This design comes from an exercise in tuning for small area on the open sky130 flow, not from production work.
RTL that was checked went through simulation tests only; none was proved equivalent to the original.
Power and IR drop assume default switching activity.

Design mmu_top, start of the top module:
module mmu_top
(
    input  logic                       clk,
    input  logic                       rst_n,
    input  logic                       psel,
    input  logic                       penable,
    input  logic                       pwrite,
    input  logic [8-1:0] paddr,
    input  logic [31:0]                pwdata,
    output logic [31:0]                prdata,
    output logic                       pready,
    output logic                       pslverr,
    input  logic                       req_valid,
    input  logic [97:0]                req,
    output logic                       rsp_valid,
    output logic [105:0]               rsp
);
    logic       in_map;    
    logic [2:0] rsel;
    logic       wr;
    assign in_map  = (paddr[7:5] == 3'd0) && (paddr[1:0] == 2'd0);
    assign rsel    = paddr[4:2];
    assign wr      = psel & penable & pwrite & in_map;
    assign pready  = 1'b1;
    assign pslverr = ~(in_map && (rsel != 3'd7));
    logic [31:0] cr0_q;
    logic        vm_q;
    logic [19:0] vpn_q;
    logic [19:0] pfn_q;
    logic [31:0] hit_cnt_q;
    logic [31:0] fault_cnt_q;
    logic wr_cr0, wr_ctrl, wr_vpn, wr_pfn, flush;
    assign wr_cr0  = wr && (rsel == 3'd0);
    assign wr_ctrl = wr && (rsel == 3'd1);
    assign wr_vpn  = wr && (rsel == 3'd2);
    assign wr_pfn  = wr && (rsel == 3'd3);
    assign flush   = wr_ctrl & pwdata[1];
    logic cr0_wr_q, pfn_wr_q;
    always_ff @(posedge clk or negedge rst_n) begin
        if (!rst_n) begin
            cr0_wr_q <= 1'b0;
            pfn_wr_q <= 1'b0;
            vm_q     <= 1'b0;
            vpn_q    <= '0;
        end else begin
            if (wr_cr0)  cr0_wr_q <= 1'b1;
            if (wr_pfn)  pfn_wr_q <= 1'b1;
            if (wr_ctrl) vm_q     <= pwdata[0];
            vpn_q    <= vpn_d;
        end
    end
    logic        wr_vpn_n;
  ...
==> flow/config.mk <==
export PLATFORM = sky130hd
export DESIGN_NAME = mmu_top
export DESIGN_NICKNAME = mmu_top
export VERILOG_FILES = /design/flow/design.v
export SDC_FILE = /design/flow/constraint.sdc
export NUM_CORES = 4
export LEC_CHECK = 0
export CAP_MARGIN = 20
export CORE_MARGIN = 2
export CORE_UTILIZATION = 65
export CTS_BUF_LIST = sky130_fd_sc_hd__clkbuf_16
export CTS_CLUSTER_DIAMETER = 80
export CTS_CLUSTER_SIZE = 30
export PLACE_DENSITY = 0.75
export SLEW_MARGIN = 20
export SYNTH_HIERARCHICAL = 1
==> flow/constraint.sdc <==
create_clock -name core_clock -period 6.0 [get_ports {clk}]
set_input_delay 1.2000 -clock core_clock [delete_from_list [all_inputs] [get_ports {clk}]]
set_output_delay 1.2000 -clock core_clock [all_outputs]
set_load 0.01 [all_outputs]
standard.sh (not shown) runs the stock make flow with config.mk's settings and CLKGATE_MAP_FILE= SYNTH_SCRIPT=/design/flow/synth_recipe.tcl, a recipe that flattens the netlist after the stock synthesis.
==> flow/flow/run.sh <==
#!/bin/bash
# The standard layout, with two changes: the port buffers are made from the
# smallest buffer cell instead of the resizer's default pick, and after
# global routing's repair the resizer downsizes gates on paths with slack
# (ORFS's RECOVER_POWER step).
set -euo pipefail
export BUFFER_PORTS_ARGS="-buffer_cell sky130_fd_sc_hd__buf_1"
export RECOVER_POWER=100
bash standard.sh > standard_flow.log 2>&1
The first run finished but failed the layout checks on capacitance limit, slew limit.
==> next run, changes <==
==> flow/flow/run.sh (replaced) <==
#!/bin/bash
# The standard layout, with the port buffers made from the smallest
# buffer cell instead of the resizer's default pick.
set -euo pipefail
export BUFFER_PORTS_ARGS="-buffer_cell sky130_fd_sc_hd__buf_1"
bash standard.sh > standard_flow.log 2>&1
- The changed run produced a clean layout
- global-route usage stays the same
- worst hold slack is about the same
- design area went up by about 0.5%
- fmax rose by 14%
- clock-buffer cell count is unchanged

---

The RTL this note starts from:
==> flow/design.v <==
package x86_arch_pkg;
    typedef enum logic [2:0] {
        CPU_MODE_REAL = 3'd0,
        CPU_MODE_PROT = 3'd1,
        CPU_MODE_V86  = 3'd2,
        CPU_MODE_LONG = 3'd3   
    } cpu_mode_e;
    localparam logic [32-1:0] REAL_MODE_LIMIT = 32'h000F_FFFF;
    typedef struct packed {
        logic [7:0]  base_hi;    
        logic [3:0]  flags;      
        logic [3:0]  limit_hi;   
        logic        present;
        logic [1:0]  dpl;
        logic        s;          
        logic [3:0]  seg_type;
        logic [7:0]  base_mid;   
        logic [15:0] base_lo;
        logic [15:0] limit_lo;
    } seg_desc_t;
    typedef struct packed {
        logic [32-1:0] linear;
        seg_desc_t              desc;
        logic [1:0]             cpl;
    } xlate_req_t;
    typedef struct packed {
        logic [2:0]             mode;      
        logic [32-1:0] base;
        logic [32-1:0] limit;
        logic [3:0]             seg_type;
        logic                   segment_valid;
        logic                   privilege_violation;
    } seg_info_t;
    typedef struct packed {
        seg_info_t              seg;
        logic [32-1:0] linear;
        logic                   paging;   
    } mid_xlate_t;
    typedef struct packed {
        seg_info_t              seg;
        logic [32-1:0] phys_addr;
        logic                   page_fault;
    } xlate_rsp_t;
    function automatic logic [2:0] mode_decode(input logic pe, input logic vm);
        if (!pe) begin
            mode_decode = x86_arch_pkg::CPU_MODE_REAL;
        end else begin
            mode_decode = vm ? x86_arch_pkg::CPU_MODE_V86 : x86_arch_pkg::CPU_MODE_PROT;
        end
    endfunction
endpackage
package mmu_regs_pkg;
    localparam int APB_DATA_W = 32;
    localparam int VPN_W      = 32 - 12;
    localparam int PFN_W      = 32 - 12;
    localparam logic [8-1:0] REG_CR0         = 'h00;
    localparam logic [8-1:0] REG_CTRL        = 'h04;
    localparam logic [8-1:0] REG_TLB_VPN     = 'h08;
    localparam logic [8-1:0] REG_TLB_PFN     = 'h0C;   
    localparam logic [8-1:0] REG_STATUS      = 'h10;
    localparam logic [8-1:0] REG_HIT_COUNT   = 'h14;
    localparam logic [8-1:0] REG_FAULT_COUNT = 'h18;
    localparam int CR0_PE_BIT     = 0;
    localparam int CR0_PG_BIT     = 31;
    localparam int CTRL_VM_BIT    = 0;
    localparam int CTRL_FLUSH_BIT = 1;    
    localparam int ST_MODE_LSB = 0;       
    localparam int ST_PG_BIT   = 3;
    localparam int ST_PE_BIT   = 4;
    localparam int ST_V86_BIT  = 5;
    typedef struct packed {
        logic pe;
        logic pg;
        logic vm_flag;
    } mmu_ctrl_t;
    typedef struct packed {
        logic             valid;
        logic [VPN_W-1:0] vpn;
        logic [PFN_W-1:0] pfn;
    } tlb_fill_t;
endpackage
module mmu_top
(
    input  logic                       clk,
    input  logic                       rst_n,
    input  logic                       psel,
    input  logic                       penable,
    input  logic                       pwrite,
    input  logic [8-1:0] paddr,
    input  logic [31:0]                pwdata,
    output logic [31:0]                prdata,
    output logic                       pready,
    output logic                       pslverr,
    input  logic                       req_valid,
    input  logic [97:0]                req,
    output logic                       rsp_valid,
    output logic [105:0]               rsp
);
    logic       in_map;    
    logic [2:0] rsel;
    logic       wr;
    assign in_map  = (paddr[7:5] == 3'd0) && (paddr[1:0] == 2'd0);
    assign rsel    = paddr[4:2];
    assign wr      = psel & penable & pwrite & in_map;
    assign pready  = 1'b1;
    assign pslverr = ~(in_map && (rsel != 3'd7));
    logic [31:0] cr0_q;
    logic        vm_q;
    logic [19:0] vpn_q;
    logic [19:0] pfn_q;
    logic [31:0] hit_cnt_q;
    logic [31:0] fault_cnt_q;
    logic wr_cr0, wr_ctrl, wr_vpn, wr_pfn, flush;
    assign wr_cr0  = wr && (rsel == 3'd0);
    assign wr_ctrl = wr && (rsel == 3'd1);
    assign wr_vpn  = wr && (rsel == 3'd2);
    assign wr_pfn  = wr && (rsel == 3'd3);
    assign flush   = wr_ctrl & pwdata[1];
    logic cr0_wr_q, pfn_wr_q;
    logic [31:0] cr0;
    always_ff @(posedge clk or negedge rst_n) begin
        if (!rst_n) begin
            cr0_wr_q <= 1'b0;
            pfn_wr_q <= 1'b0;
            vm_q     <= 1'b0;
            vpn_q    <= '0;
        end else begin
            if (wr_cr0)  cr0_wr_q <= 1'b1;
            if (wr_pfn)  pfn_wr_q <= 1'b1;
            if (wr_ctrl) vm_q     <= pwdata[0];
            if (wr_vpn)  vpn_q    <= pwdata[19:0];
        end
    end
    always_ff @(posedge clk) begin
        if (wr_cr0) cr0_q <= pwdata;
        if (wr_pfn) pfn_q <= pwdata[19:0];
    end
    assign cr0 = cr0_q & {32{cr0_wr_q}};
    logic pe, pg, prot, v86, paging;
    assign pe     = cr0[0];
    assign pg     = cr0[31];
    assign prot   = pe & ~vm_q;
    assign v86    = pe & vm_q;
    assign paging = prot & pg;
    always_comb begin
        case (rsel)
            3'd0:    prdata = cr0;
            3'd1:    prdata = {31'd0, vm_q};
            3'd2:    prdata = {12'd0, vpn_q};
            3'd3:    prdata = {12'd0, pfn_q & {20{pfn_wr_q}}};
            3'd4:    prdata = {26'd0, v86, pe, pg, 1'b0, v86, prot};
            3'd5:    prdata = hit_cnt_q;
            default: prdata = fault_cnt_q;
        endcase
    end
    logic [15:0] tlb_valid;
    logic [15:0] tlb_tag [16];
    logic [19:0] tlb_pfn [16];
    always_ff @(posedge clk or negedge rst_n) begin
        if (!rst_n) begin
            tlb_valid <= '0;
        end else if (flush) begin
            tlb_valid <= '0;
        end else if (wr_pfn) begin
            tlb_valid[vpn_q[3:0]] <= 1'b1;
        end
    end
    always_ff @(posedge clk) begin
        if (wr_pfn) begin
            tlb_tag[vpn_q[3:0]] <= vpn_q[19:4];
            tlb_pfn[vpn_q[3:0]] <= pwdata[19:0];
        end
    end
    logic [31:0] lin;
    logic [3:0]  idx;
    logic        hit;
    logic [19:0] pfn_sel;
    assign lin     = req[97:66];
    assign idx     = lin[15:12];
    logic [15:0] isel;
    logic        v_sel;
    logic [15:0] tag_sel;
    always_comb begin
        v_sel   = 1'b0;
        tag_sel = '0;
        pfn_sel = '0;
        for (int i = 0; i < 16; i++) begin
            isel[i] = (idx == i[3:0]);
            v_sel   = v_sel   | (isel[i] & tlb_valid[i]);
            tag_sel = tag_sel | ({16{isel[i]}} & tlb_tag[i]);
            pfn_sel = pfn_sel | ({20{isel[i]}} & tlb_pfn[i]);
        end
    end
    assign hit = v_sel && (tag_sel == lin[31:16]);
    logic        s1_valid, s2_valid;
    logic [1:0]  s1_mode,  s2_mode;
    logic [31:0] s1_base,  s2_base;
    logic [19:0] s1_limit, s2_limit;
    logic [3:0]  s1_type,  s2_type;
    logic        s1_sv,    s2_sv;
    logic        s1_pv,    s2_pv;
    logic [31:0] s1_pa,    s2_pa;
    logic        s1_pf,    s2_pf;
    logic        s1_hit,   s2_hit;
    always_ff @(posedge clk or negedge rst_n) begin
        if (!rst_n) begin
            s1_valid <= 1'b0;
            s2_valid <= 1'b0;
        end else begin
            s1_valid <= req_valid;
            s2_valid <= s1_valid;
        end
    end
    always_ff @(posedge clk) begin
        s1_mode  <= {v86, prot};
        s1_base  <= prot ? {req[65:58], req[41:34], req[33:18]} : 32'd0;
        s1_limit <= prot ? {req[53:50], req[17:2]} : 20'hFFFFF;
        s1_type  <= prot ? req[45:42] : 4'd0;
        s1_sv    <= prot ? req[49] : 1'b1;
        s1_pv    <= prot & (req[1:0] > req[48:47]);
        s1_pa    <= paging ? (hit ? {pfn_sel, lin[11:0]} : 32'd0) : lin;
        s1_pf    <= paging & ~hit;
        s1_hit   <= paging & hit;
        s2_mode  <= s1_mode;
        s2_base  <= s1_base;
        s2_limit <= s1_limit;
        s2_type  <= s1_type;
        s2_sv    <= s1_sv;
        s2_pv    <= s1_pv;
        s2_pa    <= s1_pa;
        s2_pf    <= s1_pf;
        s2_hit   <= s1_hit;
    end
    assign rsp_valid = s2_valid;
    assign rsp = {1'b0, s2_mode, s2_base, 12'd0, s2_limit, s2_type, s2_sv, s2_pv, s2_pa, s2_pf};
    logic [32:0] hc, fc;
    assign hc[0] = s2_valid & s2_hit;
    assign fc[0] = s2_valid & s2_pf;
    for (genvar i = 0; i < 32; i++) begin : g_inc
        assign hc[i+1] = hc[i] & hit_cnt_q[i];
        assign fc[i+1] = fc[i] & fault_cnt_q[i];
    end
    always_ff @(posedge clk or negedge rst_n) begin
        if (!rst_n) begin
            hit_cnt_q   <= '0;
            fault_cnt_q <= '0;
        end else begin
            hit_cnt_q   <= hit_cnt_q ^ hc[31:0];
            fault_cnt_q <= fault_cnt_q ^ fc[31:0];
        end
    end
endmodule
export LEC_CHECK = 0
export CAP_MARGIN = 20
export CORE_MARGIN = 2
export CORE_UTILIZATION = 75
export CTS_BUF_LIST = sky130_fd_sc_hd__clkbuf_16
export CTS_CLUSTER_DIAMETER = 80
export CTS_CLUSTER_SIZE = 30
export PLACE_DENSITY = 0.85
export SLEW_MARGIN = 20
create_clock -name core_clock -period 6.0 [get_ports {clk}]
==> flow/flow/run.sh <==
#!/bin/bash
# The standard layout, with the port buffers made from the smallest
# buffer cell instead of the resizer's default pick.
set -euo pipefail
export BUFFER_PORTS_ARGS="-buffer_cell sky130_fd_sc_hd__buf_1"
bash standard.sh > standard_flow.log 2>&1
The first run completed without violations.
==> next run, changes <==
CORE_UTILIZATION = 65   (was 75)
PLACE_DENSITY = 0.75   (was 0.85)
=>
- The new run completed with no timing, DRC or antenna violations
- worst setup slack gains 41 ps
- flip-flop and latch count stays the same
- count of clock-buffer cells in the layout climbs by 3
- synthesized area stays the same
- maximum frequency is higher by 0.70%
- die area came out higher by 15%
- cell count came out higher by 2.9%
- utilization went down by 11 points
- via count shrinks by 5.2%
- worst hold slack gets worse by 11 ps
- power rose by 1.3%
No functional check of the RTL was part of any run of this note.

-- static timing again, ports no longer ideal --
No port has a modelled driver above. Below, the same layouts with a new extraction and two added sets of constraints.
Step 1 assumes that a clkbuf_16 drives the clock port and a buf_2 every other input.
Step 2 adds t to the input delays and takes it off the output delays; t is the mean of the earliest and latest rising clock arrival at the registers after step 1. Input paths then give back, and output paths get back, about the clock's delay inside the block.
a / b / c = ideal / step 1 / step 2; a / b = the first two.
run | t (ns) | slack for setup (ns) | hold WS [ns] | worst data-port slew with drivers (ns) | cell pins on the clock port's net
the first run of note 1 | 0.662 | 0.810 / 0.845 / 0.183 | 0.318 / 0.318 / 0.318 | 0.08 | 1
the second run of note 1 | 0.661 | 1.458 / 1.489 / 0.829 | 0.318 / 0.318 / 0.318 | 0.08 | 1
the first run of note 2 | 0.656 | 0.080 / 0.080 / 0.080 | 0.335 / 0.335 / 0.335 | 0.11 | 1
the second run of note 2 | 0.672 | 0.121 / 0.121 / 0.121 | 0.324 / 0.324 / 0.324 | 0.11 | 1
The setup slack of the second run of note 1, which loses most, moves by +0.031 ns with the drivers and by -0.629 ns with both steps.
